Source: an optimization exercise on an open RTL-to-GDS flow (aim: small area, a short achievable clock period and few clock cycles per item). Production flows keep margins and buffers that such runs may drop.
Where RTL was checked, it was by simulation tests only, not by an equivalence proof against the original.
No activity file was given, so power comes from the tool's default toggle rates.

== north ==
==> flow/design.v <==
module data_mem_responder #(
  parameter int DEPTH   = 64,
  parameter int LATENCY = 2
) (
  input  logic        clk,
  input  logic        rst,
  input  logic        req_valid,
  output logic        req_ready,
  input  logic        req_we,
  input  logic [31:0] req_addr,
  input  logic [31:0] req_wdata,
  output logic        resp_valid,
  input  logic        resp_ready,
  output logic [31:0] resp_rdata,
  output logic        resp_err
);
  logic        v1_q;
  logic        wr1_q;     
  logic        rd1_q;     
  logic        err1_q;    
  logic [63:0] sel1_q;    
  logic [31:0] wd1_q;
  logic        v2_q;
  logic        rd2_q;
  logic        err2_q;
  logic [31:0] lo2_q, hi2_q;
  logic        v3_q;
  logic [31:0] rdata3_q, hold3_q;
  logic        err3_q, herr3_q;
  logic [31:0] mem [64];
  logic bad_in, adv3, adv2, adv1;
  assign bad_in    = (|req_addr[1:0]) || (|req_addr[31:8]);
  assign adv3      = !v3_q || resp_ready;
  assign adv2      = !v2_q || adv3;
  assign adv1      = !v1_q || adv2;
  assign req_ready = adv1;
  assign resp_valid = v3_q;
  assign resp_rdata = rdata3_q;
  assign resp_err   = err3_q;
  logic [31:0] lo1, hi1;
  always_comb begin
    lo1 = 32'd0;
    hi1 = 32'd0;
    for (int w = 0; w < 32; w++) begin
      lo1 = lo1 | (mem[w] & {32{sel1_q[w]}});
      hi1 = hi1 | (mem[w+32] & {32{sel1_q[w+32]}});
    end
  end
  logic [31:0] res2;
  assign res2 = rd2_q ? (lo2_q | hi2_q) : 32'd0;
  always_ff @(posedge clk or posedge rst) begin
    if (rst) begin
      v1_q <= 1'b0;
      v2_q <= 1'b0;
      v3_q <= 1'b0;
    end else begin
      if (adv1) v1_q <= req_valid;
      if (adv2) v2_q <= v1_q;
      if (adv3) v3_q <= v2_q;
    end
  end
  always_ff @(posedge clk) begin
    if (adv1) begin
      wr1_q  <= req_we && !bad_in;
      rd1_q  <= !req_we && !bad_in;
      err1_q <= bad_in;
      wd1_q  <= req_wdata;
      for (int w = 0; w < 64; w++) sel1_q[w] <= (req_addr[7:2] == 6'(w));
    end
    if (adv2) begin
      rd2_q  <= rd1_q;
      err2_q <= err1_q;
      lo2_q  <= lo1;
      hi2_q  <= hi1;
    end
    if (adv3) begin
      hold3_q <= res2;
      herr3_q <= err2_q;
    end
    rdata3_q <= !adv3 ? hold3_q : (v2_q ? res2 : 32'd0);
    err3_q   <= !adv3 ? herr3_q : (v2_q && err2_q);
  end
  always_ff @(posedge clk) begin
    for (int w = 0; w < 64; w++) if (v1_q && wr1_q && sel1_q[w]) mem[w] <= wd1_q;
  end
endmodule
make LEC_CHECK=0 CAP_MARGIN=20 CORE_MARGIN=2 CORE_UTILIZATION=50 CTS_BUF_LIST=sky130_fd_sc_hd__clkbuf_16 CTS_CLUSTER_DIAMETER=60 CTS_CLUSTER_SIZE=24 GPL_TIMING_DRIVEN=1 SETUP_SLACK_MARGIN=2.4 SLEW_MARGIN=20 finish   # period 5.0 ns
run.sh (not shown) runs the stock make flow with config.mk's settings and CLKGATE_MAP_FILE= SYNTH_SCRIPT=/design/flow/synth_recipe.tcl, a recipe that flattens the netlist after the stock synthesis.
Testbench counts of north, summed over its fixed seeds: cycles 4,824, items 4,800.
#### Input delta (south over north)
==> flow/design.v <==
module data_mem_responder #(
  parameter int DEPTH   = 64,
  parameter int LATENCY = 2
) (
  input  logic        clk,
  input  logic        rst,
  input  logic        req_valid,
  output logic        req_ready,
  input  logic        req_we,
  input  logic [31:0] req_addr,
  input  logic [31:0] req_wdata,
  output logic        resp_valid,
  input  logic        resp_ready,
  output logic [31:0] resp_rdata,
  output logic        resp_err
);
  logic        v1_q;
  logic        wr1_q;     
  logic        rd1_q;     
  logic        err1_q;    
  logic [63:0] sel1_q;    
  logic [31:0] wd1_q;
  logic        v2_q;
  logic        rd2_q;
  logic        err2_q;
  logic [31:0] part2_q [4];
  logic        v3_q;
  logic [31:0] rdata3_q, hold3_q;
  logic        err3_q, herr3_q;
  logic [31:0] mem [64];
  logic        full_q;    
  logic bad_in, adv3, adv2, adv1;
  assign bad_in    = (|req_addr[1:0]) || (|req_addr[31:8]);
  assign adv3      = !v3_q || resp_ready;
  assign adv2      = !v2_q || adv3;
  assign adv1      = !v1_q || adv2;
  assign req_ready = !full_q || resp_ready;
  assign resp_valid = v3_q;
  assign resp_rdata = rdata3_q;
  assign resp_err   = err3_q;
  logic [31:0] part1 [4];
  always_comb begin
    for (int g = 0; g < 4; g++) begin
      part1[g] = 32'd0;
      for (int w = 0; w < 16; w++) part1[g] = part1[g] | (mem[16*g+w] & {32{sel1_q[16*g+w]}});
    end
  end
  logic [31:0] res2;
  assign res2 = rd2_q ? (part2_q[0] | part2_q[1] | part2_q[2] | part2_q[3]) : 32'd0;
  always_ff @(posedge clk or posedge rst) begin
    if (rst) begin
      v1_q <= 1'b0;
      v2_q <= 1'b0;
      v3_q <= 1'b0;
      full_q <= 1'b0;
    end else begin
      full_q <= (adv1 ? req_valid : v1_q) && (adv2 ? v1_q : v2_q) && (adv3 ? v2_q : v3_q);
      if (adv1) v1_q <= req_valid;
      if (adv2) v2_q <= v1_q;
      if (adv3) v3_q <= v2_q;
    end
  end
  always_ff @(posedge clk) begin
    if (adv1) begin
      wr1_q  <= req_valid && req_we && !bad_in;
      rd1_q  <= !req_we && !bad_in;
      err1_q <= bad_in;
      wd1_q  <= req_wdata;
      for (int w = 0; w < 64; w++) sel1_q[w] <= (req_addr[7:2] == 6'(w));
    end
    if (adv2) begin
      rd2_q  <= rd1_q;
      err2_q <= err1_q;
      for (int g = 0; g < 4; g++) part2_q[g] <= part1[g];
    end
    if (adv3) begin
      hold3_q <= res2;
      herr3_q <= err2_q;
    end
    rdata3_q <= !adv3 ? hold3_q : (v2_q ? res2 : 32'd0);
    err3_q   <= !adv3 ? herr3_q : (v2_q && err2_q);
  end
  always_ff @(posedge clk) begin
    for (int w = 0; w < 64; w++) if (wr1_q && sel1_q[w]) mem[w] <= wd1_q;
  end
endmodule
Findings:
- Fraction of the cycle the final worst path needs: higher on north
- When south is set beside north, its total area of multi-input combinational cells turns out to be about 3% larger.
- south ended with more cell area after technology mapping than north.
- Compare north and south | overall power consumption higher: south
- Re global-route usage over all layers: north and south aren't equal, and the lower value belongs to north.
- From north to south the numbers moved as follows: highest cell delay on the worst timing path shows an increase of 0.33 ns; sequential cell count saw an increase; total setup violations reported at the end of the flow barely changed; combinational fraction of design power went up.
- Compared to north, south shows a wider setup margin.
- Compared with north, south shows a higher area growth from synthesis to final layout.
- | sequential share of cell area | south vs north | ≈ equal |
Only the layout flow was run in south; the RTL was not checked for function there.

-- re-timing with driven ports --
How much do the figures lean on ideal ports? The routed layouts below were timed once more, with nothing changed but the port constraints. Step 1: set_driving_cell puts a clkbuf_16 on clk and a buf_2 on each other input, an assumption about the parent block. Step 2 times the ports against the registers' clock, not the clock port: input delays grow and output delays shrink by t, the midpoint of the rising clock arrivals with the driver on. Slacks: ideal ports / drivers / drivers and shift; pairs: ideal ports / drivers.
| run | t (ns) | setup WS [ns] | worst slew at a driven data input, ns |
|---|---|---|---|
| north | 0.878 | 2.326 / 2.240 / 1.864 | 0.24 |
| south | 0.897 | 2.377 / 2.358 / 1.854 | 0.19 |
After both steps setup and hold are still met in every run listed. The setup slack of south, which loses most, moves by -0.019 ns with the drivers and by -0.523 ns with both steps.
